What follows belongs to an exercise in optimizing a design on an open flow for a short achievable clock period and few clock cycles; a production flow would make more cautious choices. Only simulation tests tie the RTL to the original design; equivalence was not proved. No activity file was given, so power comes from the tool's default toggle rates.

File: flow/design.v
module mips_core (
  input  logic        CLK,
  input  logic        reset,
  output logic [31:0] imem_addr,
  input  logic [31:0] imem_data,
  output logic        wb_en,
  output logic [4:0]  wb_reg,
  output logic [31:0] wb_data,
  output logic        st_en,
  output logic [5:0]  st_addr,
  output logic [31:0] st_data
);
  logic [7:0]  pcF;                  
  logic [7:0]  pcP1;                 
  logic        eV;                   
  logic        eWe;                  
  logic [4:0]  eDest;
  logic        eLoad, eStore, eBr;
  logic        eSelAdd, eSelAnd, eSelOr, eSelSlt;
  logic        eSub;
  logic        eFast;                
  logic [31:0] eA, eB, eBalu;
  logic [7:0]  eEA;                  
  logic        ePredT, eNZ;
  logic [7:0]  ePcP1, eTgt, eTgtP1;   
  logic [7:0]  eRecov, eRecovP1;      
  logic [31:0] wRes;
  logic [31:1] wSel;                 
  logic        wbEn;
  logic [4:0]  wbReg;
  logic [31:0] wbData;
  logic        sEn;
  logic [5:0]  sAddr;
  logic [31:0] sData;
  logic [32*32-1:0] rf;
  logic [64*32-1:0] dmem;
  logic        mispE;
  logic        stallF;
  logic [31:0] aE, bE, baluE;         
  logic [31:0] bxE, sumE;
  logic [31:0] resE;                  
  assign imem_addr = {22'd0, pcF, 2'b00};
  logic [7:0]  pcP1F, tgtF, tgtP1F;
  logic        predTF;
  assign pcP1F  = pcP1;
  assign tgtF   = pcP1 + imem_data[7:0];
  assign tgtP1F = (pcP1 + 8'd1) + imem_data[7:0];
  logic [7:0]  pcBaseF, pcAltF, pcBaseP1F, pcAltP1F;
  assign pcBaseF   = mispE ? eRecov   : stallF ? pcP1 - 8'd1 : pcP1;
  assign pcAltF    = mispE ? eRecov   : tgtF;
  assign pcBaseP1F = mispE ? eRecovP1 : stallF ? pcP1 : pcP1 + 8'd1;
  assign pcAltP1F  = mispE ? eRecovP1 : tgtP1F;
  always_ff @(posedge CLK or negedge reset) begin
    if (!reset) begin
      pcF  <= '0;
      pcP1 <= 8'd1;
    end else begin
      pcF  <= predTF ? pcAltF   : pcBaseF;
      pcP1 <= predTF ? pcAltP1F : pcBaseP1F;
    end
  end
  logic [5:0]  opD, fnD;
  logic [4:0]  rsD, rtD, rdD;
  logic [31:0] simmD;
  assign opD   = imem_data[31:26];
  assign rsD   = imem_data[25:21];
  assign rtD   = imem_data[20:16];
  assign rdD   = imem_data[15:11];
  assign fnD   = imem_data[5:0];
  assign simmD = {{16{imem_data[15]}}, imem_data[15:0]};
  logic regWD, useImmD, loadD, storeD, brD;
  logic selAddD, selAndD, selOrD, selSltD, subD;
  logic [4:0] destD;
  always_comb begin
    regWD   = 1'b0;
    useImmD = 1'b0;
    loadD   = 1'b0;
    storeD  = 1'b0;
    brD     = 1'b0;
    selAddD = 1'b0;
    selAndD = 1'b0;
    selOrD  = 1'b0;
    selSltD = 1'b0;
    subD    = 1'b0;
    destD   = rtD;
    case (opD)
      6'h00: begin
        destD = rdD;
        case (fnD)
          6'h20: begin regWD = 1'b1; selAddD = 1'b1; end
          6'h22: begin regWD = 1'b1; selAddD = 1'b1; subD = 1'b1; end
          6'h24: begin regWD = 1'b1; selAndD = 1'b1; end
          6'h25: begin regWD = 1'b1; selOrD  = 1'b1; end
          6'h2A: begin regWD = 1'b1; selSltD = 1'b1; subD = 1'b1; end
          default: ;
        endcase
      end
      6'h08: begin regWD = 1'b1; useImmD = 1'b1; selAddD = 1'b1; end
      6'h23: begin regWD = 1'b1; useImmD = 1'b1; loadD = 1'b1; end
      6'h2B: begin storeD = 1'b1; useImmD = 1'b1; end
      6'h04: brD = 1'b1;
      default: ;
    endcase
  end
  logic weD;
  assign weD = regWD && (destD != 5'd0);
  logic [32*32-1:0] rfb;
  assign rfb[31:0] = '0;
  for (genvar i = 1; i < 32; i++) begin : g_rfb
    assign rfb[i*32 +: 32] = wSel[i] ? wRes : rf[i*32 +: 32];
  end
  logic [31:0] opAD, opBD;
  assign opAD = rfb[rsD*32 +: 32];
  assign opBD = rfb[rtD*32 +: 32];
  logic fAD, fBD;
  assign fAD = eWe && (eDest == rsD);
  assign fBD = eWe && (eDest == rtD);
  logic [3:0]  lowE;            
  assign lowE = (eSelAdd ? aE[3:0] + bxE[3:0] + {3'd0, eSub} : 4'd0)
              | (eSelAnd ? aE[3:0] & baluE[3:0] : 4'd0)
              | (eSelOr  ? aE[3:0] | baluE[3:0] : 4'd0);
  logic eqLowF, eqLowAF, eqLowBF;
  assign eqLowF  = (opAD[3:0] == opBD[3:0]);
  assign eqLowAF = eFast && (lowE == opAD[3:0]);
  assign eqLowBF = eFast && (lowE == opBD[3:0]);
  assign predTF = (opD == 6'h04)
               && ((rsD == rtD)
                || (!fAD && !fBD && eqLowF)
                || (fBD && eqLowAF)
                || (fAD && eqLowBF)
                || ((fAD || fBD) && !eFast && imem_data[15]));
  assign stallF = (loadD || storeD) && fAD;
  logic vNextE;
  assign vNextE = !mispE && !stallF;
  always_ff @(posedge CLK or negedge reset) begin
    if (!reset) begin
      eV      <= 1'b0;
      eWe     <= 1'b0;
      eDest   <= '0;
      eLoad   <= 1'b0;
      eStore  <= 1'b0;
      eBr     <= 1'b0;
      eSelAdd <= 1'b0;
      eSelAnd <= 1'b0;
      eSelOr  <= 1'b0;
      eSelSlt <= 1'b0;
      eSub    <= 1'b0;
      eFast   <= 1'b0;
      eA      <= '0;
      eB      <= '0;
      eBalu   <= '0;
      eEA     <= '0;
      ePredT  <= 1'b0;
      eNZ     <= 1'b0;
      ePcP1   <= '0;
      eTgt    <= '0;
      eTgtP1  <= '0;
    end else begin
      eV      <= vNextE;
      eWe     <= vNextE && weD;
      eDest   <= destD;
      eLoad   <= loadD;
      eStore  <= vNextE && storeD;
      eBr     <= vNextE && brD;
      eSelAdd <= selAddD;
      eSelAnd <= selAndD;
      eSelOr  <= selOrD;
      eSelSlt <= selSltD;
      eSub    <= subD;
      eFast   <= selAddD | selAndD | selOrD;
      eA      <= fAD ? resE : opAD;
      eB      <= fBD ? resE : opBD;
      eBalu   <= useImmD ? simmD : fBD ? resE : opBD;
      eEA     <= opAD[7:0] + imem_data[7:0];
      ePredT  <= predTF;
      eNZ     <= (imem_data[7:0] != 8'd0);
      ePcP1   <= pcP1F;
      eTgt    <= tgtF;
      eTgtP1  <= tgtP1F;
    end
  end
  assign aE    = eA;
  assign bE    = eB;
  assign baluE = eBalu;
  logic        ltE;
  assign bxE  = baluE ^ {32{eSub}};
  assign sumE = aE + bxE + {31'd0, eSub};
  assign ltE  = (aE[31] != baluE[31]) ? aE[31] : sumE[31];
  logic [7:0] eaE;
  logic [5:0] wordE;
  assign eaE   = eEA;
  assign wordE = eaE[7:2];
  logic [31:0] ldE;
  assign ldE = dmem[wordE*32 +: 32];
  assign resE = ({32{eSelAdd}} & sumE)
              | ({32{eSelAnd}} & (aE & baluE))
              | ({32{eSelOr}}  & (aE | baluE))
              | {31'd0, eSelSlt & ltE}
              | ({32{eLoad}}   & ldE);
  assign eRecov   = ePredT ? ePcP1 : eTgt;
  assign eRecovP1 = ePredT ? ePcP1 + 8'd1 : eTgtP1;
  logic eqE;
  assign eqE   = (aE == bE);
  assign mispE = eBr && eNZ && (eqE != ePredT);
  for (genvar i = 0; i < 64; i++) begin : g_dmem
    always_ff @(posedge CLK or negedge reset) begin
      if (!reset) begin
        dmem[i*32 +: 32] <= '0;
      end else if (eStore && wordE == i) begin
        dmem[i*32 +: 32] <= bE;
      end
    end
  end
  always_ff @(posedge CLK or negedge reset) begin
    if (!reset) begin
      wRes   <= '0;
      wSel   <= '0;
      wbEn   <= 1'b0;
      sEn   <= 1'b0;
    end else begin
      wRes   <= resE;
      for (int k = 1; k < 32; k++) wSel[k] <= eWe && (eDest == k);
      wbEn   <= eWe;
      sEn   <= eStore;
    end
  end
  always_ff @(posedge CLK) begin
    wbReg  <= eDest;
    wbData <= resE;
    sAddr  <= wordE;
    sData  <= bE;
  end
  assign rf[31:0] = '0;
  for (genvar i = 1; i < 32; i++) begin : g_rf
    always_ff @(posedge CLK or negedge reset) begin
      if (!reset) begin
        rf[i*32 +: 32] <= '0;
      end else if (wSel[i]) begin
        rf[i*32 +: 32] <= wRes;
      end
    end
  end
  assign wb_en   = wbEn;
  assign wb_reg  = wbReg;
  assign wb_data = wbData;
  assign st_en   = sEn;
  assign st_addr = sAddr;
  assign st_data = sData;
endmodule
File: flow/flow/run.sh
#!/bin/bash
set -euo pipefail
export SETUP_SLACK_MARGIN=6.8
export CTS_ARGS="-sink_clustering_enable -repair_clock_nets -sink_clustering_size 20 -sink_clustering_max_diameter 60 -distance_between_buffers 300"
bash standard.sh synth > synth.log 2>&1
bash standard.sh > layout.log 2>&1
File: flow/standard.sh
#!/bin/bash
# synth_recipe.tcl (not shown) runs the flow's synth.tcl, then flattens the netlist and writes it again
# the make line also repeats each setting of config.mk as NAME=value (left out here)
make -C /OpenROAD-flow-scripts/flow DESIGN_CONFIG=/design/flow/config.mk WORK_HOME=/design/flow/orfs CLKGATE_MAP_FILE= SYNTH_SCRIPT=/design/flow/synth_recipe.tcl "${@:-finish}"
File: flow/config.mk
export PLATFORM = sky130hd
export DESIGN_NAME = mips_core
export DESIGN_NICKNAME = mips_core
export VERILOG_FILES = /design/flow/design.v
export SDC_FILE = /design/flow/constraint.sdc
export NUM_CORES = 4
export LEC_CHECK = 0
export ABC_AREA = 1
export ABC_CLOCK_PERIOD_IN_PS = 3000
export CAP_MARGIN = 20
export CORE_MARGIN = 2
export CORE_UTILIZATION = 48
export SLEW_MARGIN = 20
export TNS_END_PERCENT = 30
File: flow/constraint.sdc
create_clock -name core_clock -period 10.0 [get_ports {CLK}]
set_input_delay 2.0000 -clock core_clock [delete_from_list [all_inputs] [get_ports {CLK}]]
set_output_delay 2.0000 -clock core_clock [all_outputs]
set_load 0.01 [all_outputs]
==> results.py, run 1 <==
metrics = {
    "clocking": {
        "path_clk_slew_ps": 80,
        "cts_buffers": 300,
        "clockBufferDepth": 4,
        "cts_tree": "yes",
        "cts_htree_levels": 5,
        "clkSinkCount": 3339,
        "clk_latency_ps": 970,
        "cts_root_buffer": "clkbuf_16",
    },
    "hold_path": {
        "min_delay_path_depth": 0,
        "hp-class": "flip-flop to flip-flop",
        "min_to": "sData[8]$_DFF_P_",
        "hp-start": "eB[8]$_DFF_PN0_",
    },
    "place": {
        "portBuffers": 118,
        "dpl.hpwl_um": 386000,
        "place_congestion": 1.00,
        "place_area_um2": 159000,
    },
    "synth": {
        "synth_flop_cell": "dfrtp_1",
        "ys_ff_latch": 3339,
        "synth_cell_types": 66,
        "ys.warnings.count": 1,
        "syn-cell-area_um2": 156000,
        "synth_edf_count": 0,
        "ys_seq_area_share_pct": 53.4,
        "synthArstFlopShare_pct": 97.8,
        "avgSynthCellArea_um2": 8.30,
        "syn_inst": 18776,
    },
    "drt": {
        "drt-initial-drc-count": 24428,
        "vias": 150337,
        "detail_route.vias_per_cell": 6.53,
        "first_pass_iters": 7,
        "antenna_left": 0,
        "wire_per_inst_um": 32.0,
        "routed_wl_um": 737000,
        "route.detailed.drc": 0,
    },
    "sta": {
        "rsz0062_at_grt": "true",
        "period_share_pct": 38.1,
        "worst_pin_slew_ps": 1180,
        "drv_slew": 0,
        "fin_worst_skew_ps": 61.2,
        "finalSetupTns_ps": 0,
        "setup_viol": 0,
        "hold_viol_final": 0,
        "fmax_ghz": 0.262,
        "period_minus_slack_ps": 3810,
        "slew_headroom_pct": 21.5,
    },
    "floorplanning": {
        "fp.coreArea_um2": 324000,
        "fp.dieH_um": 574,
        "ios": 143,
        "num_rows": 209,
        "dieArea_um2": 329000,
        "fp.dieW_um": 574,
        "start_util_pct": 48.1,
    },
    "global_routing": {
        "grt_antenna_before_repair": 73,
        "grt_max_degree": 184,
        "grt.total_usage_pct": 43.5,
        "grt_pass1_vias": 137552,
        "grt_overflow": 0,
        "grt_pass1_wl_um": 1040000,
    },
    "setup_path": {
        "cp.buffers_inverters": 4,
        "timing.rr.start": "wSel[27]$_DFF_PN0_",
        "slowest_delay_ps": 590,
        "crit_fanout": 33,
        "rrSetupSlack_ps": 6270,
        "critPathTopFamily": "simple AND/OR/NAND/NOR gates",
        "end_kind": "flip-flop",
        "critPathLaunchType": "input pin",
        "critPathArrivalTime_ps": 4640,
        "timing.rr.end": "eEA[7]$_DFF_PN0_",
        "critPathRequiredTime_ps": 10830,
        "r2r_cells": 15,
        "crit_type": "input pin to flip-flop",
        "crit_path_top_delay_cell": "buf_6",
        "crit_chain": "buf_4, buf_6, nand3_1, nand3_1, nand2_2, nand2_1, nand2_1, nor2_1, nand2_1, nand2_2, nand2_4, buf_4, buf_12, nand2_8, nand3_1, nand3_1, nand2_1",
    },
    "power_and_ir_drop": {
        "p_clk_share_pct": 36.4,
        "p_switching_mw": 12.0,
        "peakVddDrop_mv": 0.213,
        "leakage_nw": 82.3,
        "p_comb_share_pct": 22.6,
        "p_int_mw": 22.8,
        "powerDensity_nw_per_um2": 187,
        "seq_power_share_pct": 41.1,
        "switching_share_pct": 34.4,
    },
    "run": {
        "maxCapViolCount": 0,
    },
    "outcome": {
        "outcome": "no timing/DRC/antenna violations",
    },
    "cells_and_area": {
        "syn_to_final_growth_pct": 19.2,
        "layout-drive-gt1-share_pct": 13.9,
        "final_cell_area_um2": 186000,
        "layout.nets": 18513,
    },
}
-- cell usage after synthesis (7+ instances only) --
master     instances  share of area (%)
dfxtp_1           75               0.96
o211ai_1         213                1.0
dfrtp_1         3263                 52
inv_2             23              0.055
or2_2             65               0.26
a21oi_1          663                2.1
o21ai_1          105               0.34
o221ai_1         169               0.95
xnor2_1           13              0.073
xor2_1            71               0.40
buf_1            138               0.33
or2_1             11              0.044
nor3_1            54               0.17
o21ai_0         3097                9.9
or2_0             11              0.044
nor4_1            41               0.16
o22ai_1           48               0.19
ha_1              55               0.44
nand3_1         1854                6.0
nand2_1         4823                 12
o2111ai_1         10              0.056
a41oi_1           10              0.056
and3_1            11              0.044
a31oi_1          409                1.6
inv_1            522                1.3
buf_4             39               0.19
buf_2            301               0.97
nor2_1           688                1.7
a32o_1             7              0.045
clkbuf_1        1239                3.0
a22oi_1          521                2.5
o31ai_1           12              0.058
nand4_1           45               0.18
clkinv_1          29              0.070
and2_1            23              0.092
o311ai_0          37               0.21
-- worst max path at each step --
stage,slack (ps),cells after the start,to,from
floorplan,5760,20,eEA[7]$_DFF_PN0_,imem_data[22]
global placement,3360,22,pcF[5]$_DFF_PN0_,imem_data[21]
detailed placement,3400,20,pcF[5]$_DFF_PN0_,imem_data[17]
CTS,6310,1,imem_addr[9],pcF[7]$_DFF_PN0_
global route,6200,26,pcP1[5]$_DFFE_PN0P_,imem_data[16]
finish,6190,17,pcP1[5]$_DFFE_PN0P_,imem_data[24]
-- logic make-up (layout without fill, tap and decap cells) --
kind of cell,count (synthesis),in the layout,share of synthesized area [%]
AOI/OAI and AO/OA,5348,5348,19.4
xor gates and xnor gates,84,84,0.472
adders and majority gates,58,58,0.480
buffers and inverters,2295,2147,5.88
DFF,3339,3339,53.4
muxes,5,5,0.0337
other,1,54,0.00241
and+or+nand+nor,7646,7654,20.4
-- final cells by class --
cell class	instances	area [um^2]
Fill cell	29202	138000
Sequential cell	3339	83400
Multi-Input combinational cell	13173	68700
Timing Repair Buffer	1017	15100
Clock buffer	337	7840
Tap cell	4325	5410
Clock inverter	203	2540
Inverter	574	2540
Timing Repair inverter	16	180
Antenna cell	30	75.1
-- power groups by stage --
stage / Clock (mW) / Combinational, mW / Sequential (mW)
after floorplan: 0 / 2.73 / 14.3
after global placement: 0 / 4.92 / 14.5
after detailed placement: 0 / 4.91 / 14.5
after CTS: 12.7 / 7.05 / 14.2
after global routing: 13.2 / 7.96 / 14.3
final: 12.7 / 7.85 / 14.3
-- flip-flops by register name, summed over array words and instances (netlist names), 8 cells and up --
signal / flops
wbData: 32
wSel: 31
eA: 32
ePcP1: 8
sData: 32
eTgt: 8
eB: 32
rf: 992
dmem: 2048
wRes: 32
eBalu: 32
pcP1: 8
pcF: 8
eTgtP1: 8
-- per-stage QoR --
stage	power (mW)	util (%)	hold slack (ps)	worst slack (ps)	instances
3_5_place_dp	19.4	49.2	387	3400	21887
3_3_place_gp	19.4	49.2	393	3360	21886
4_1_cts	34.0	56.2	403	6310	22830
5_1_grt	35.4	57.4	424	6200	22987
2_1_floorplan	17.0	-	345	5760	18799
6_report	34.8	57.4	414	6190	23014
-- metal layers --
layer,global-route usage [%],wire [um],up-vias
met5,0,655,-
met4,21.9,46500,62
met3,17.7,115000,2348
met2,58.9,291000,10921
met1,59.6,284000,73506
li1,-,-,63500
-- cell usage in the layout, fill, tap and decap left out, types with 26 or more instances in the layout --
cell type / synthesis / layout
a21oi_1: 663 / 632
a22oi_1: 521 / 389
a22oi_2: 0 / 132
a31oi_1: 409 / 363
a31oi_2: 0 / 32
buf_12: 0 / 127
buf_16: 0 / 141
buf_4: 39 / 375
buf_6: 3 / 198
buf_8: 0 / 43
bufbuf_16: 0 / 58
clkbuf_16: 0 / 333
clkinv_4: 0 / 26
clkinv_8: 0 / 37
dfrtp_1: 3263 / 3236
dfxtp_2: 0 / 35
diode_2: 0 / 30
ha_1: 55 / 46
inv_1: 522 / 476
inv_2: 23 / 55
inv_6: 0 / 54
inv_8: 0 / 42
nand2_1: 4823 / 4574
nand2_2: 3 / 171
nand2_4: 1 / 64
nand3_1: 1854 / 1734
nand3_2: 0 / 93
nand3_4: 0 / 27
nand4_1: 45 / 45
nor2_1: 688 / 629
nor2_2: 2 / 37
nor2_4: 3 / 28
o211ai_1: 213 / 213
o21ai_0: 3097 / 3039
o21ai_1: 105 / 117
o221ai_1: 169 / 167
o22ai_1: 48 / 46
or2_2: 65 / 50
xor2_1: 71 / 70
-- repair_timing --
item,4_1_cts,5_1_grt
setup buffers,250,122
gates resized for setup,1661,643
pin swaps,301,279
cloned,153,31
hold buffers,0,0
setup endpoints to repair,2333,2032
Testbench counts, summed over its fixed seeds: cycles 106,258.
==> inputs of run 2 (changes only) <==
==> flow/flow/run.sh (replaced) <==
#!/bin/bash
set -euo pipefail
export SETUP_SLACK_MARGIN=6.8
bash standard.sh synth > synth.log 2>&1
bash standard.sh > layout.log 2>&1
--- a/flow/config.mk
+++ b/flow/config.mk
@@ -9,6 +9,6 @@
 export ABC_CLOCK_PERIOD_IN_PS = 3000
 export CAP_MARGIN = 20
 export CORE_MARGIN = 2
-export CORE_UTILIZATION = 48
+export CORE_UTILIZATION = 40
 export SLEW_MARGIN = 20
 export TNS_END_PERCENT = 30
==> run 2 against run 1 <==
  * Flip-flop and latch count is the same
  * Critical path depth rose by 2
  * First-iteration DRC count grew 1.1%
  * Highest routed layer unchanged
  * Die area up 20%
  * Hold slack worse by 31 ps
  * Sequential share of layout area fell by 1.2 points
  * Largest power group unchanged
  * Via count increased by 0.57%
==> results.py, run 2 <==
metrics = {
    "global_routing": {
        "grt_pass1_wl_um": 1040000,
        "grt_antenna_before_repair": 54,
        "grt_pass1_vias": 139271,
        "grt.total_usage_pct": 36.0,
        "grt_overflow": 0,
        "grt_max_degree": 167,
    },
    "sta": {
        "finalSetupTns_ps": 0,
        "period_minus_slack_ps": 3750,
        "slew_headroom_pct": 28.3,
        "drv_slew": 0,
        "holdWs_ps": 383,
        "rsz0062_at_grt": "true",
        "fmax_ghz": 0.267,
        "setup_viol": 0,
        "finalWorstSetupSlack_ps": 6250,
        "hold_viol_final": 0,
        "worst_pin_slew_ps": 1080,
        "fin_worst_skew_ps": 80.4,
        "period_share_pct": 37.5,
    },
    "setup_path": {
        "rrSetupSlack_ps": 6250,
        "critPathRequiredTime_ps": 10930,
        "crit_type": "flip-flop to flip-flop",
        "critPathLaunchType": "flip-flop",
        "crit_fanout": 34,
        "timing.rr.start": "wSel[25]$_DFF_PN0_",
        "critPathLaunch": "wSel[25]$_DFF_PN0_",
        "critPathArrivalTime_ps": 4680,
        "r2r_cells": 19,
        "end_kind": "flip-flop",
    },
    "synth": {
        "synth_commonest_cells": "nand2_1, dfrtp_1, o21ai_0",
        "ys_seq_area_share_pct": 53.4,
        "synth_top_area_share_pct": 52.4,
        "synth.top_cells.by_area": "dfrtp_1, nand2_1, o21ai_0",
        "syn_inst": 18776,
        "synth_flop_cell": "dfrtp_1",
        "synthArstFlopShare_pct": 97.8,
        "syn-cell-area_um2": 156000,
        "synth_cell_types": 66,
        "avgSynthCellArea_um2": 8.30,
        "yosysTopAreaCell": "dfrtp_1",
        "synth_edf_count": 0,
        "yosysMostFrequentCell": "nand2_1",
        "ys.warnings.count": 1,
        "ys_ff_latch": 3339,
    },
    "place": {
        "portBuffers": 118,
        "dpl_worst_slack_ps": 3790,
        "post-place-cells": 22776,
        "dpl.hpwl_um": 371000,
        "place_area_um2": 160000,
        "place_congestion": 0.963,
    },
    "cells_and_area": {
        "layout_common_cells": "nand2_1, dfrtp_1, o21ai_0",
        "layout.nets": 18702,
        "layout_commonest_cell": "nand2_1",
        "reg_top3": "dmem x2048, rf x992",
        "syn_to_final_growth_pct": 22.4,
        "final_util_pct": 49.1,
        "layout-drive-gt1-share_pct": 15.1,
        "fin_cells": 24148,
        "largest-register": "dmem",
        "final_cell_area_um2": 191000,
        "largest_reg_flops": 2048,
    },
    "drt": {
        "routed_wl_um": 738000,
        "antenna_left": 0,
        "first_pass_iters": 10,
        "vias": 151200,
        "route.detailed.drc": 0,
        "detail_route.vias_per_cell": 6.26,
        "drt-initial-drc-count": 24693,
        "wire_per_inst_um": 30.6,
    },
    "floorplanning": {
        "fp.dieW_um": 628,
        "fp.coreArea_um2": 389000,
        "dieArea_um2": 395000,
        "start_util_pct": 40.1,
        "num_rows": 229,
        "ios": 143,
        "fp.dieH_um": 628,
    },
    "run": {
        "maxCapViolCount": 0,
    },
    "power_and_ir_drop": {
        "total_power_mw": 36.6,
        "peakVddDrop_mv": 0.154,
        "leakage_nw": 84.4,
        "powerDensity_nw_per_um2": 192,
    },
    "clocking": {
        "hold_buffers": 0,
        "cts_tree": "yes",
        "cts_buffers": 366,
        "cts_root_buffer": "clkbuf_16",
        "clockBufferDepth": 4,
        "path_clk_slew_ps": 60,
        "clkSinkCount": 3339,
        "cts_htree_levels": 5,
        "clk_latency_ps": 1020,
    },
    "outcome": {
        "outcome": "no timing/DRC/antenna violations",
    },
    "hold_path": {
        "hp-class": "flip-flop to flip-flop",
        "hp-start": "eB[0]$_DFF_PN0_",
        "min_delay_path_depth": 0,
    },
}
-- run 2: per-layer routing --
| layer | vias up | track usage (%) | part of all wire (%) |
|---|---|---|---|
| li1 | 63906 | - | - |
| met1 | 73790 | 48.9 | 38 |
| met2 | 10964 | 49.4 | 40 |
| met3 | 2500 | 13.1 | 15 |
| met4 | 40 | 20.2 | 6.9 |
| met5 | - | 0 | 0.059 |
-- run 2: path summary, 6_finish.rpt --
path / to
setup reg to reg: eEA[4]$_DFF_PN0_
hold reg to reg: sData[0]$_DFF_P_
hold / removal: sData[0]$_DFF_P_
min in group asynchronous: rf[423]$_DFF_PN0_
setup / recovery: eEA[4]$_DFF_PN0_
max in group asynchronous: dmem[739]$_DFFE_PN0P_
-- run 2: area by class of cell --
cell class | instances | area, um^2
Clock buffer | 554 | 10800
Multi-Input combinational cell | 13173 | 69000
Sequential cell | 3339 | 83300
Antenna cell | 40 | 100
Inverter | 574 | 2520
Tap cell | 5197 | 6500
Fill cell | 36528 | 198000
Timing Repair inverter | 20 | 215
Clock inverter | 115 | 1190
Timing Repair Buffer | 1136 | 17200
-- run 2: power by group --
group          total [mW]  leakage, nW  internal [mW]  switching, mW
Clock                13.8         5.94           7.86           5.99
Sequential           14.2         45.9           13.9          0.362
Combinational        8.48         32.6           2.83           5.65
Total                36.6         84.4           24.6           12.0
-- run 2: what timing repair did --
action	CTS	global route
gates cloned	190	19
buffers inserted	347	107
setup endpoints to repair	2436	2345
resized for setup	1729	706
pin swaps	318	379
-- run 2: worst max-delay path, cell delays in order (launching register included) --
cell     delay, ps
dfrtp_1        670
inv_4          390
buf_8          460
nand2_1        120
nand2_1        170
a21oi_1         90
nand3_1        110
nand3_2        110
nand2_1        100
nand2_1         80
nand2_2        160
ha_4           230
nand2_4         60
o21ai_4         90
a21o_1         220
buf_4          140
buf_6          100
buf_6          110
a21oi_4        150
xnor2_2        130
-- run 2: cell families (layout without fill, tap and decap cells) --
family          Yosys count  count (layout)  synth area share [%]
compound gates         5348            5348                  19.4
xor+xnor                 84              84                 0.472
fa+ha+maj                58              58                 0.480
buf+inv                2295            2399                  5.88
flops                  3339            3339                  53.4
mux                       5               5                0.0337
other cells               1              64               0.00241
simple gates           7646            7654                  20.4
==> inputs of run 3 (changes only) <==
--- a/flow/design.v
+++ b/flow/design.v
@@ -12,6 +12,7 @@
 );
   logic [7:0]  pcF;                  
   logic [7:0]  pcP1;                 
+  logic [7:0]  pcHold, pcP1Hold;     
   logic        eV;                   
   logic        eWe;                  
   logic [4:0]  eDest;
@@ -24,8 +25,6 @@
   logic        ePredT, eNZ;
   logic [7:0]  ePcP1, eTgt, eTgtP1;   
   logic [7:0]  eRecov, eRecovP1;      
-  logic [31:0] wRes;
-  logic [31:1] wSel;                 
   logic        wbEn;
   logic [4:0]  wbReg;
   logic [31:0] wbData;
@@ -46,9 +45,9 @@
   assign tgtF   = pcP1 + imem_data[7:0];
   assign tgtP1F = (pcP1 + 8'd1) + imem_data[7:0];
   logic [7:0]  pcBaseF, pcAltF, pcBaseP1F, pcAltP1F;
-  assign pcBaseF   = mispE ? eRecov   : stallF ? pcP1 - 8'd1 : pcP1;
+  assign pcBaseF   = mispE ? eRecov   : stallF ? pcHold : pcP1;
   assign pcAltF    = mispE ? eRecov   : tgtF;
-  assign pcBaseP1F = mispE ? eRecovP1 : stallF ? pcP1 : pcP1 + 8'd1;
+  assign pcBaseP1F = mispE ? eRecovP1 : stallF ? pcP1Hold : pcP1 + 8'd1;
   assign pcAltP1F  = mispE ? eRecovP1 : tgtP1F;
   always_ff @(posedge CLK or negedge reset) begin
     if (!reset) begin
@@ -58,6 +57,10 @@
       pcF  <= predTF ? pcAltF   : pcBaseF;
       pcP1 <= predTF ? pcAltP1F : pcBaseP1F;
     end
+  end
+  always_ff @(posedge CLK) begin
+    pcHold   <= predTF ? pcAltF   : pcBaseF;
+    pcP1Hold <= predTF ? pcAltP1F : pcBaseP1F;
   end
   logic [5:0]  opD, fnD;
   logic [4:0]  rsD, rtD, rdD;
@@ -104,14 +107,9 @@
   end
   logic weD;
   assign weD = regWD && (destD != 5'd0);
-  logic [32*32-1:0] rfb;
-  assign rfb[31:0] = '0;
-  for (genvar i = 1; i < 32; i++) begin : g_rfb
-    assign rfb[i*32 +: 32] = wSel[i] ? wRes : rf[i*32 +: 32];
-  end
   logic [31:0] opAD, opBD;
-  assign opAD = rfb[rsD*32 +: 32];
-  assign opBD = rfb[rtD*32 +: 32];
+  assign opAD = rf[rsD*32 +: 32];
+  assign opBD = rf[rtD*32 +: 32];
   logic fAD, fBD;
   assign fAD = eWe && (eDest == rsD);
   assign fBD = eWe && (eDest == rtD);
@@ -213,13 +211,9 @@
   end
   always_ff @(posedge CLK or negedge reset) begin
     if (!reset) begin
-      wRes   <= '0;
-      wSel   <= '0;
       wbEn   <= 1'b0;
       sEn   <= 1'b0;
     end else begin
-      wRes   <= resE;
-      for (int k = 1; k < 32; k++) wSel[k] <= eWe && (eDest == k);
       wbEn   <= eWe;
       sEn   <= eStore;
     end
@@ -235,8 +229,8 @@
     always_ff @(posedge CLK or negedge reset) begin
       if (!reset) begin
         rf[i*32 +: 32] <= '0;
-      end else if (wSel[i]) begin
-        rf[i*32 +: 32] <= wRes;
+      end else if (eWe && eDest == i) begin
+        rf[i*32 +: 32] <= resE;
       end
     end
   end
==> run 3 against run 2 <==
  * Maximum frequency up 2.2%
  * Critical path depth down 6
  * Hold slack better by 14 ps
  * Critical path type unchanged
  * Via count down 1.9%
  * Largest cell class unchanged
  * Power down 1.6%
  * Still clean on timing, DRC and antenna
  * Design area up 0.60%
==> results.py, run 3 <==
metrics = {
    "outcome": {
        "outcome": "no timing/DRC/antenna violations",
    },
    "drt": {
        "dr_wl_met3_um": 97100,
        "routed-wl-met2_um": 297000,
        "vias": 148312,
        "antenna_left": 0,
        "route.detailed.drc": 0,
        "first_pass_iters": 10,
        "drt-initial-drc-count": 23749,
        "detail_route.vias_per_cell": 6.25,
        "routed_wl_um": 720000,
        "wl_met1_um": 263000,
        "wire_per_inst_um": 30.4,
        "highest_layer": "met5",
    },
    "synth": {
        "synth_edf_count": 0,
        "synth_commonest_cells": "nand2_1, dfrtp_1, o21ai_0",
        "synth_top_area_share_pct": 52.0,
        "synth.top_cells.by_area": "dfrtp_1, nand2_1, o21ai_0",
        "avgSynthCellArea_um2": 8.40,
        "synthMuxAreaShare_pct": 0,
        "syn_inst": 18343,
        "yosysTopAreaCell": "dfrtp_1",
        "ys_seq_area_share_pct": 53.2,
        "synthArstFlopShare_pct": 97.2,
        "synth_flop_cell": "dfrtp_1",
        "synth_top_family_by_area": "compound AO/OA/AOI/OAI gates",
        "synth_compound_area_share_pct": 22.3,
        "synth-xor-area-share_pct": 0.461,
        "syn-cell-area_um2": 154000,
        "yosys.area_share.adder_pct": 0.478,
        "ys_ff_latch": 3292,
        "synth_cell_types": 61,
        "yosysMostFrequentCell": "nand2_1",
        "ys.warnings.count": 1,
        "synthSimpleGateAreaFrac_pct": 17.0,
    },
    "sta": {
        "hold_viol_final": 0,
        "finalWorstSetupSlack_ps": 6330,
        "slew_headroom_pct": 15.2,
        "period_minus_slack_ps": 3670,
        "drv_slew": 0,
        "fmax_ghz": 0.273,
        "rsz0062_at_grt": "true",
        "worst_pin_slew_ps": 1270,
        "period_share_pct": 36.7,
        "setup_viol": 0,
        "fin_worst_skew_ps": 112,
        "holdWs_ps": 397,
        "finalSetupTns_ps": 0,
    },
    "cells_and_area": {
        "reg_top3": "dmem x2048, rf x992",
        "syn_to_final_growth_pct": 24.6,
        "layout.nets": 18440,
        "layout-drive-gt1-share_pct": 18.1,
        "fin_cells": 23712,
        "largest_reg_flops": 2048,
        "layout_commonest_cell": "nand2_1",
        "largest-register": "dmem",
        "layout_common_cells": "nand2_1, dfrtp_1, o21ai_0",
    },
    "floorplanning": {
        "start_util_pct": 40.2,
        "fp.coreArea_um2": 383000,
        "fp.dieH_um": 625,
        "fp.dieW_um": 625,
        "num_rows": 227,
        "ios": 143,
        "dieArea_um2": 390000,
    },
    "global_routing": {
        "grt_pass1_wl_um": 1000000,
        "grt_overflow": 0,
        "grt.total_usage_pct": 35.1,
        "grt_max_degree": 176,
        "grt_pass1_vias": 136544,
        "grt_antenna_before_repair": 42,
    },
    "setup_path": {
        "crit_type": "flip-flop to flip-flop",
        "crit_fanout": 21,
        "worstSetupEndpoint": "eA[21]$_DFF_PN0_",
        "rrSetupSlack_ps": 6330,
        "timing.rr.start": "eEA[6]$_DFF_PN0_",
        "critPathRequiredTime_ps": 10830,
        "r2r_cells": 13,
        "critPathArrivalTime_ps": 4500,
        "end_kind": "flip-flop",
        "critPathLaunchType": "flip-flop",
        "timing.rr.end": "eA[21]$_DFF_PN0_",
        "critPathLaunch": "eEA[6]$_DFF_PN0_",
    },
    "clocking": {
        "hold_buffers": 0,
        "clkSinkCount": 3292,
        "cts_root_buffer": "clkbuf_16",
        "clockBufferDepth": 4,
        "cts_htree_levels": 5,
        "clk_latency_ps": 1040,
        "path_clk_slew_ps": 60,
        "cts_buffers": 356,
        "cts_tree": "yes",
    },
    "power_and_ir_drop": {
        "powerDensity_nw_per_um2": 187,
        "peakVddDrop_mv": 0.197,
        "total_power_mw": 36.0,
        "leakage_nw": 84.4,
    },
    "place": {
        "place_congestion": 0.949,
        "portBuffers": 118,
        "dpl_worst_slack_ps": 3660,
        "dpl.hpwl_um": 344000,
        "post-place-cells": 22234,
    },
    "run": {
        "maxCapViolCount": 0,
    },
    "hold_path": {
        "min_delay_path_depth": 0,
        "hp-class": "flip-flop to flip-flop",
    },
}
## run 3: changes by cell type after synthesis, sizes merged, moves of 140 or more
cell    delta
nor2     -140
inv      +154
a21oi    +614
a31oi    -313
clkbuf   -144
nand2    +172
nand3   -1229
o211ai   -156
a22oi    +537
## run 3: timing repair
item,in CTS,in global routing
cloned,241,61
gates resized for setup,1933,1146
endpoints found under the setup margin,2715,2736
pin swaps,311,358
setup buffers,367,123
## run 3: layer usage
metal,track usage [%],up-vias
met5,1.17,-
met4,24.1,34
met3,11.6,2874
met2,50.9,10795
met1,44.3,71991
li1,-,62618
## run 3: kinds of logic after synthesis
group	count (synthesis)
adder cells (fa/ha/maj)	57
XOR/XNOR	81
buffers and inverters	2361
AND/OR/NAND/NOR	6512
flip-flops	3292
other	1
AO/OA/AOI/OAI	6039
## run 3: report_power, final
group / internal, mW / total [mW] / leakage, nW / switching (mW)
Combinational: 2.58 / 7.82 / 33.2 / 5.24
Clock: 8.15 / 14.1 / 6.05 / 5.93
Sequential: 13.7 / 14.1 / 45.2 / 0.365
## run 3: cell type report
cell class                 count  area, um^2
multi-input combinational  12778       70500
clock inverter               148        1830
clock buffer                 507       10400
timing repair inverter        23         258
tap                         5038        6300
inverter                     730        3040
timing repair buffer        1168       17600
sequential                  3292       82000
antenna                       28        70.1
fill                       35214      191000
## run 3: worst min-delay path by stage
stage,to,slack (ps),startpoint
final,sData[10]$_DFF_P_,400,eB[10]$_DFF_PN0_
after global routing,sData[10]$_DFF_P_,400,eB[10]$_DFF_PN0_
after CTS,sData[10]$_DFF_P_,400,eB[10]$_DFF_PN0_
after detailed placement,sData[10]$_DFF_P_,380,eB[10]$_DFF_PN0_
after global placement,sData[10]$_DFF_P_,380,eB[10]$_DFF_PN0_
after floorplan,wbReg[2]$_DFF_P_,350,eDest[2]$_DFF_PN0_
## run 3: critical path, cell delays in order (launching register included)
cell       delay [ps]
dfrtp_2           610
inv_1             130
nor2_1            140
buf_4             360
clkinv_2          320
buf_4             390
a21oi_4           320
nor2_2             70
nand2_2           160
nand2_2            80
and2_4            250
buf_12            150
clkbuf_16         190
o21ai_4           290
## run 3: stage by stage
| step | cell area (um^2) | util [%] |
|---|---|---|
| 6_report | 192000 | 50.1 |
| 5_1_grt | 192000 | 50.1 |
| 4_1_cts | 186000 | 48.6 |
| 3_5_place_dp | 158000 | 41.2 |
| 3_3_place_gp | 158000 | 41.2 |
| 2_1_floorplan | 155000 | - |
Testbench counts of run 3, summed over its fixed seeds: cycles 106,258.
==> inputs of run 4 (changes only) <==
==> flow/flow/run.sh (replaced) <==
#!/bin/bash
set -euo pipefail
export SETUP_SLACK_MARGIN=6.8
export CTS_ARGS="-sink_clustering_enable -repair_clock_nets -sink_clustering_size 20 -sink_clustering_max_diameter 60 -distance_between_buffers 300"
bash standard.sh synth > synth.log 2>&1
bash standard.sh > layout.log 2>&1
--- a/flow/config.mk
+++ b/flow/config.mk
@@ -9,6 +9,6 @@
 export ABC_CLOCK_PERIOD_IN_PS = 3000
 export CAP_MARGIN = 20
 export CORE_MARGIN = 2
-export CORE_UTILIZATION = 40
+export CORE_UTILIZATION = 48
 export SLEW_MARGIN = 20
 export TNS_END_PERCENT = 30
==> run 4 against run 3 <==
  * Still clean on timing, DRC and antenna
  * Hold slack got worse by 14 ps
  * Clock power shrank 15%
  * Via count shrank 0.96%
  * Critical path type unchanged
  * Critical endpoint is now rf[575]$_DFFE_PN0P_
  * Largest cell class unchanged
  * Largest power group unchanged
  * Highest routed layer unchanged
==> results.py, run 4 <==
metrics = {
    "sta": {
        "period_share_pct": 37.2,
        "slew_headroom_pct": 7.64,
        "period_minus_slack_ps": 3720,
        "fin_worst_skew_ps": 76.6,
        "worst_pin_slew_ps": 1380,
        "setup_viol": 0,
        "drv_slew": 0,
        "fmax_ghz": 0.269,
        "finalSetupTns_ps": 0,
        "rsz0062_at_grt": "true",
        "hold_viol_final": 0,
    },
    "setup_path": {
        "cp_common_cell": "buf_12",
        "critPathArrivalTime_ps": 4500,
        "cp.buffers_inverters": 11,
        "timing.rr.end": "rf[575]$_DFFE_PN0P_",
        "critPathRequiredTime_ps": 10780,
        "crit_fanout": 8,
        "r2r_cells": 22,
        "end_kind": "flip-flop",
        "rrSetupSlack_ps": 6280,
        "crit_path_top_delay_cell": "dfrtp_2",
        "critPathTopFamily": "buffers and inverters",
        "crit_type": "flip-flop to flip-flop",
        "crit_chain": "buf_6, buf_6, nor2_4, buf_12, buf_16, buf_16, buf_16, buf_6, buf_8, a22oi_2, nand2_1, nand2_1, nand2_2, o21ai_4, nand4_1, nand2_4, buf_12, buf_12, nand3_4, buf_12, nand2_4, o21ai_2",
        "timing.rr.start": "eEA[3]$_DFF_PN0_",
        "slowest_delay_ps": 450,
        "critPathLaunchType": "flip-flop",
    },
    "cells_and_area": {
        "layout-drive-gt1-share_pct": 19.3,
        "final_cell_area_um2": 190000,
        "layout.nets": 18352,
        "layout_common_cells": "nand2_1, dfrtp_1, o21ai_0",
        "multi_input_area_um2": 71800,
        "seqCellArea_um2": 82000,
        "layout_commonest_cell": "nand2_1",
        "fillerInstances": 27538,
        "largest_reg_flops": 2048,
        "syn_to_final_growth_pct": 23.3,
        "largest-register": "dmem",
        "reg_top3": "dmem x2048, rf x992",
    },
    "power_and_ir_drop": {
        "total_power_mw": 33.8,
        "powerDensity_nw_per_um2": 178,
        "peakVddDrop_mv": 0.152,
        "leakage_nw": 84.9,
    },
    "global_routing": {
        "grt_max_degree": 164,
        "grt_antenna_before_repair": 36,
        "grt_overflow": 0,
        "grt_pass1_vias": 135508,
        "grt_pass1_wl_um": 1000000,
        "grt.total_usage_pct": 42.4,
    },
    "floorplanning": {
        "ios": 143,
        "start_util_pct": 48.3,
        "fp.coreArea_um2": 319000,
        "num_rows": 207,
        "dieArea_um2": 325000,
        "fp.dieH_um": 570,
        "fp.dieW_um": 570,
    },
    "clocking": {
        "clockBufferDepth": 4,
        "cts_buffers": 280,
        "cts_htree_levels": 5,
        "path_clk_slew_ps": 90,
        "cts_tree": "yes",
        "clk_latency_ps": 960,
        "clkSinkCount": 3292,
        "cts_root_buffer": "clkbuf_16",
    },
    "hold_path": {
        "min_to": "sData[0]$_DFF_P_",
        "hp-start": "eB[0]$_DFF_PN0_",
        "min_delay_path_depth": 0,
        "hp-class": "flip-flop to flip-flop",
    },
    "synth": {
        "synth_cell_types": 61,
        "synth_top_area_share_pct": 52.0,
        "ys.warnings.count": 1,
        "synthArstFlopShare_pct": 97.2,
        "ys_seq_area_share_pct": 53.2,
        "synth_commonest_cells": "nand2_1, dfrtp_1, o21ai_0",
        "yosysMostFrequentCell": "nand2_1",
        "syn-cell-area_um2": 154000,
        "avgSynthCellArea_um2": 8.40,
        "yosysTopAreaCell": "dfrtp_1",
        "syn_inst": 18343,
        "synth_edf_count": 0,
        "ys_ff_latch": 3292,
        "synth_flop_cell": "dfrtp_1",
        "synth.top_cells.by_area": "dfrtp_1, nand2_1, o21ai_0",
    },
    "place": {
        "place_area_um2": 157000,
        "place_congestion": 0.968,
        "dpl.hpwl_um": 345000,
        "portBuffers": 118,
    },
    "drt": {
        "wire_per_inst_um": 31.3,
        "route.detailed.drc": 0,
        "routed_wl_um": 711000,
        "vias": 146881,
        "drt-initial-drc-count": 22628,
        "detail_route.vias_per_cell": 6.48,
        "first_pass_iters": 13,
        "antenna_left": 0,
    },
    "outcome": {
        "outcome": "no timing/DRC/antenna violations",
    },
    "run": {
        "maxCapViolCount": 0,
    },
}
## run 4: cell types whose count changed in the layout (fill, tap and decap cells not counted), sizes merged, moves of 3 or more
cell,change
clkbuf,-194
inv,+58
buf,-24
bufbuf,+23
bufinv,-20
clkinv,-18
dlygate4sd2,+10
diode,-8
clkdlybuf4s50,-6
clkinvlp,+4
nand3,+3
## run 4: stage by stage
step                instances  worst slack [ps]  utilization [%]  hold slack (ps)
floorplan               18366              5660                -              345
global placement        21353              3360             49.2              378
detailed placement      21354              3280             49.2              379
CTS                     22476              6380             57.5              388
global route            22661              6300             59.6              400
finish                  22677              6280             59.6              383
## run 4: layout make-up
type                            count  share of cell area [%]
Antenna cell                       20                  0.0264
Clock buffer                      326                    4.00
Clock inverter                    172                    1.13
Inverter                          730                    1.61
Multi-Input combinational cell  12777                    37.8
Sequential cell                  3292                    43.2
Tap cell                         4180                    2.75
Timing Repair Buffer             1157                    9.32
Timing Repair inverter             23                   0.156
## run 4: what timing repair did
action | in CTS | in global routing
setup buffers | 370 | 132
gates resized for setup | 1906 | 1568
pin swaps | 379 | 398
gates cloned | 254 | 45
hold buffers | 0 | 0
endpoints found under the setup margin | 2722 | 3752
## run 4: power by group
group / internal (mW) / switching (mW)
Clock: 6.12 / 5.88
Combinational: 2.65 / 5.11
Sequential: 13.7 / 0.367
## run 4: routing by layer
metal,track usage (%),routed length [um]
met5,0,328
met4,29.9,64800
met3,13.0,90800
met2,61.7,298000
met1,53.7,257000
## run 4: logic make-up (layout without fill, tap and decap cells)
logic type	count (synthesis)	count (layout)	synth area share, %
other	1	44	0.00243
XOR/XNOR	81	81	0.461
adder cells (fa/ha/maj)	57	57	0.478
AND/OR/NAND/NOR	6512	6576	17.0
flip-flops	3292	3292	53.2
buffers and inverters	2361	2408	6.58
AO/OA/AOI/OAI	6039	6039	22.3
## run 4: worst max path at each step
stage | startpoint | cells after the start | to
finish | eEA[3]$_DFF_PN0_ | 22 | rf[575]$_DFFE_PN0P_
detailed placement | imem_data[17] | 10 | eBalu[8]$_DFF_PN0_
global placement | imem_data[17] | 10 | eBalu[26]$_DFF_PN0_
global route | imem_data[22] | 16 | eEA[7]$_DFF_PN0_
floorplan | imem_data[22] | 18 | eEA[7]$_DFF_PN0_
CTS | pcF[2]$_DFF_PN0_ | 1 | imem_addr[4]
==> inputs of run 5 (changes only) <==
==> flow/flow/run.sh (replaced) <==
#!/bin/bash
set -euo pipefail
export SETUP_SLACK_MARGIN=7.0
bash standard.sh synth > synth.log 2>&1
bash standard.sh > layout.log 2>&1
--- a/flow/config.mk
+++ b/flow/config.mk
@@ -9,6 +9,6 @@
 export ABC_CLOCK_PERIOD_IN_PS = 3000
 export CAP_MARGIN = 20
 export CORE_MARGIN = 2
-export CORE_UTILIZATION = 48
+export CORE_UTILIZATION = 44
 export SLEW_MARGIN = 20
-export TNS_END_PERCENT = 30
+export TNS_END_PERCENT = 100
==> run 5 against run 4 <==
  * Still clean on timing, DRC and antenna
  * Wire length increased by 2.1%
  * Utilization decreased by 2.5 points
  * Design area increased by 4.9%
  * Setup slack improved by 67 ps
  * Sequential share of layout area decreased by 2.0 points
  * Area after synthesis unchanged
  * Clock power increased by 17%
  * Largest cell class unchanged
==> results.py, run 5 <==
metrics = {
    "cells_and_area": {
        "largest-register": "dmem",
        "fillerInstances": 29959,
        "syn_to_final_growth_pct": 29.4,
        "multi_input_area_um2": 74600,
        "layout_common_cells": "nand2_1, dfrtp_1, o21ai_0",
        "seqCellArea_um2": 82000,
        "largest_reg_flops": 2048,
        "layout-drive-gt1-share_pct": 23.5,
        "reg_top3": "dmem x2048, rf x992",
        "layout_commonest_cell": "nand2_1",
        "layout.nets": 18651,
    },
    "synth": {
        "synth_top_area_share_pct": 52.0,
        "yosysMostFrequentCell": "nand2_1",
        "synth_flop_cell": "dfrtp_1",
        "synth_cell_types": 61,
        "ys.warnings.count": 1,
        "ys_seq_area_share_pct": 53.2,
        "synthArstFlopShare_pct": 97.2,
        "yosysTopAreaCell": "dfrtp_1",
        "synth_edf_count": 0,
        "synth.top_cells.by_area": "dfrtp_1, nand2_1, o21ai_0",
        "avgSynthCellArea_um2": 8.40,
        "syn-cell-area_um2": 154000,
        "syn_inst": 18343,
        "ys_ff_latch": 3292,
        "synth_commonest_cells": "nand2_1, dfrtp_1, o21ai_0",
    },
    "sta": {
        "worst_pin_slew_ps": 1310,
        "drv_slew": 0,
        "rsz0062_at_grt": "true",
        "holdWs_ps": 397,
        "period_share_pct": 36.6,
        "fmax_ghz": 0.274,
        "setup_viol": 0,
        "slew_headroom_pct": 13.0,
        "period_minus_slack_ps": 3660,
        "finalSetupTns_ps": 0,
        "fin_worst_skew_ps": 133,
        "hold_viol_final": 0,
    },
    "clocking": {
        "clk_latency_ps": 1060,
        "cts_tree": "yes",
        "cts_buffers": 363,
        "clockBufferDepth": 4,
        "cts_root_buffer": "clkbuf_16",
        "path_clk_slew_ps": 70,
        "clkSinkCount": 3292,
        "cts_htree_levels": 5,
    },
    "drt": {
        "routed_wl_um": 726000,
        "wire_per_inst_um": 30.9,
        "first_pass_iters": 13,
        "detail_route.vias_per_cell": 6.38,
        "vias": 149895,
        "antenna_left": 0,
        "route.detailed.drc": 0,
        "drt-initial-drc-count": 22894,
    },
    "floorplanning": {
        "ios": 143,
        "fp.coreArea_um2": 349000,
        "start_util_pct": 44.1,
        "fp.dieW_um": 596,
        "dieArea_um2": 355000,
        "num_rows": 217,
        "fp.dieH_um": 596,
    },
    "outcome": {
        "outcome": "no timing/DRC/antenna violations",
    },
    "setup_path": {
        "critPathArrivalTime_ps": 4550,
        "critPathLaunchType": "flip-flop",
        "crit_chain": "nand2_1, buf_4, inv_1, nand2_1, nand4_1, nand2_4, buf_6, buf_12, nand3_4, buf_6, nand2_1, o21ai_1",
        "slowest_delay_ps": 620,
        "rrSetupSlack_ps": 6340,
        "crit_path_top_delay_cell": "nand4_1",
        "crit_fanout": 27,
        "end_kind": "flip-flop",
        "crit_type": "flip-flop to flip-flop",
        "cp_common_cell": "nand2_1",
        "critPathRequiredTime_ps": 10900,
    },
    "global_routing": {
        "grt.total_usage_pct": 39.1,
        "grt_antenna_before_repair": 26,
        "grt_max_degree": 160,
        "grt_overflow": 0,
        "grt_pass1_vias": 139176,
        "grt_pass1_wl_um": 1020000,
    },
    "power_and_ir_drop": {
        "peakVddDrop_mv": 0.159,
        "leakage_nw": 88.9,
        "powerDensity_nw_per_um2": 182,
    },
    "hold_path": {
        "hp-class": "flip-flop to flip-flop",
    },
    "place": {
        "dpl.hpwl_um": 346000,
        "place_congestion": 0.944,
        "portBuffers": 118,
    },
    "run": {
        "maxCapViolCount": 0,
    },
}
## run 5: cell count changes in the layout (fill, tap and decap cells not counted), sizes merged, moves of 4 or more
cell and delta:
buf +221, bufbuf -11, bufinv +10, clkbuf +229, clkdlybuf4s50 -4, clkinv +6, diode -5, dlygate4sd2 -6
inv -65, nand2 +4
## run 5: area by class of cell
class                           count  share of cell area (%)
Timing Repair Buffer             1363                    10.4
Tap cell                         4599                    2.89
Sequential cell                  3292                    41.2
Clock inverter                    116                   0.746
Multi-Input combinational cell  12781                    37.5
Antenna cell                       15                  0.0188
Inverter                          730                    1.61
Clock buffer                      552                    5.45
Timing Repair inverter             29                   0.223
## run 5: power breakdown
part	total, mW	switching (mW)	internal [mW]
Clock	14.1	5.93	8.16
Sequential	14.1	0.371	13.7
Combinational	8.08	5.27	2.81
## run 5: cells by family (layout without fill, tap and decap cells)
group / count (synthesis) / after routing / share of synthesized area, %
buf+inv: 2361 / 2790 / 6.58
fa+ha+maj: 57 / 57 / 0.478
simple gates: 6512 / 6579 / 17.0
other cells: 1 / 39 / 0.00243
xor+xnor: 81 / 81 / 0.461
compound gates: 6039 / 6040 / 22.3
flops: 3292 / 3292 / 53.2
## run 5: timing repair
| action | CTS | global route |
|---|---|---|
| gates cloned | 275 | 39 |
| pin swaps | 550 | 507 |
| resized for setup | 3126 | 1381 |
| hold buffers | 0 | 0 |
| setup buffers | 510 | 184 |
| setup endpoints to repair | 4327 | 3803 |
## run 5: routing by layer
layer / up-vias / GRT usage, % / routed length (um)
met5: - / 0.257 / 552
met4: 24 / 26.7 / 62900
met3: 3000 / 13.3 / 99800
met2: 10624 / 56.5 / 301000
met1: 73154 / 49.5 / 262000
li1: 63093 / - / -
## run 5: critical path, delay by kind of cell, from the launching register on
family / cells / cell delay [ps]
compound gates: 1 / 80
buf+inv: 5 / 1500
flops: 1 / 570
simple gates: 6 / 1350
## run 5: stage by stage
stage                     area [um^2]  setup WS, ps  instances  utilization, %  power [mW]
after floorplan                156000          5660      18366               -        16.9
after global placement         157000          3320      21779            45.1        18.8
after detailed placement       157000          3340      21780            45.1        18.8
after CTS                      191000          6390      23233            54.8        35.5
after global routing           199000          6320      23463            57.1        37.0
final                          199000          6340      23477            57.1        36.2
## run 5: final timing paths
check	startpoint	endpoint	cells after the start
max in group asynchronous	reset	rf[163]$_DFFE_PN0P_	3
worst max register to register	eEA[7]$_DFF_PN0_	rf[412]$_DFFE_PN0P_	12
min in group asynchronous	reset	dmem[675]$_DFFE_PN0P_	1
worst max-delay path	eEA[7]$_DFF_PN0_	rf[412]$_DFFE_PN0P_	12
worst min register to register	eB[9]$_DFF_PN0_	sData[9]$_DFF_P_	0
worst min-delay path	eB[9]$_DFF_PN0_	sData[9]$_DFF_P_	0

## afterwards: timing with drivers on the ports
Ports are ideal in the flow. The routed layouts listed here were re-timed in OpenROAD.
Step 1 sets driving cells, clkbuf_16 on the clock port and buf_2 on the other inputs (assumed; they add their load-dependent delay and slew).
Step 2, shift: input delay + t, output delay - t, t = (earliest + latest rising clock arrival at the registers) / 2. This alone moves slack from input paths to output paths.
Slacks: ideal ports / drivers / drivers and shift; pairs: ideal ports / drivers.
run	t (ns)	setup WS [ns]	worst hold slack (ns)	worst setup path after step 2	clock arrival spread, ns
run 1	1.062	6.190 / 5.995 / 4.933	0.414 / 0.414 / 0.414	input to register	0.072 / 0.072
run 2	1.079	6.249 / 6.036 / 4.957	0.383 / 0.383 / 0.383	input to register	0.083 / 0.084
run 3	1.101	6.330 / 6.150 / 5.049	0.397 / 0.397 / 0.397	input to register	0.113 / 0.112
run 4	1.032	6.277 / 6.093 / 5.061	0.383 / 0.383 / 0.383	input to register	0.079 / 0.079
run 5	1.111	6.344 / 6.113 / 5.003	0.397 / 0.397 / 0.397	input to register	0.133 / 0.133
After both steps every run listed still meets setup and hold. The setup slack of run 5, which loses most, moves by -0.231 ns with the drivers and by -1.341 ns with both steps.
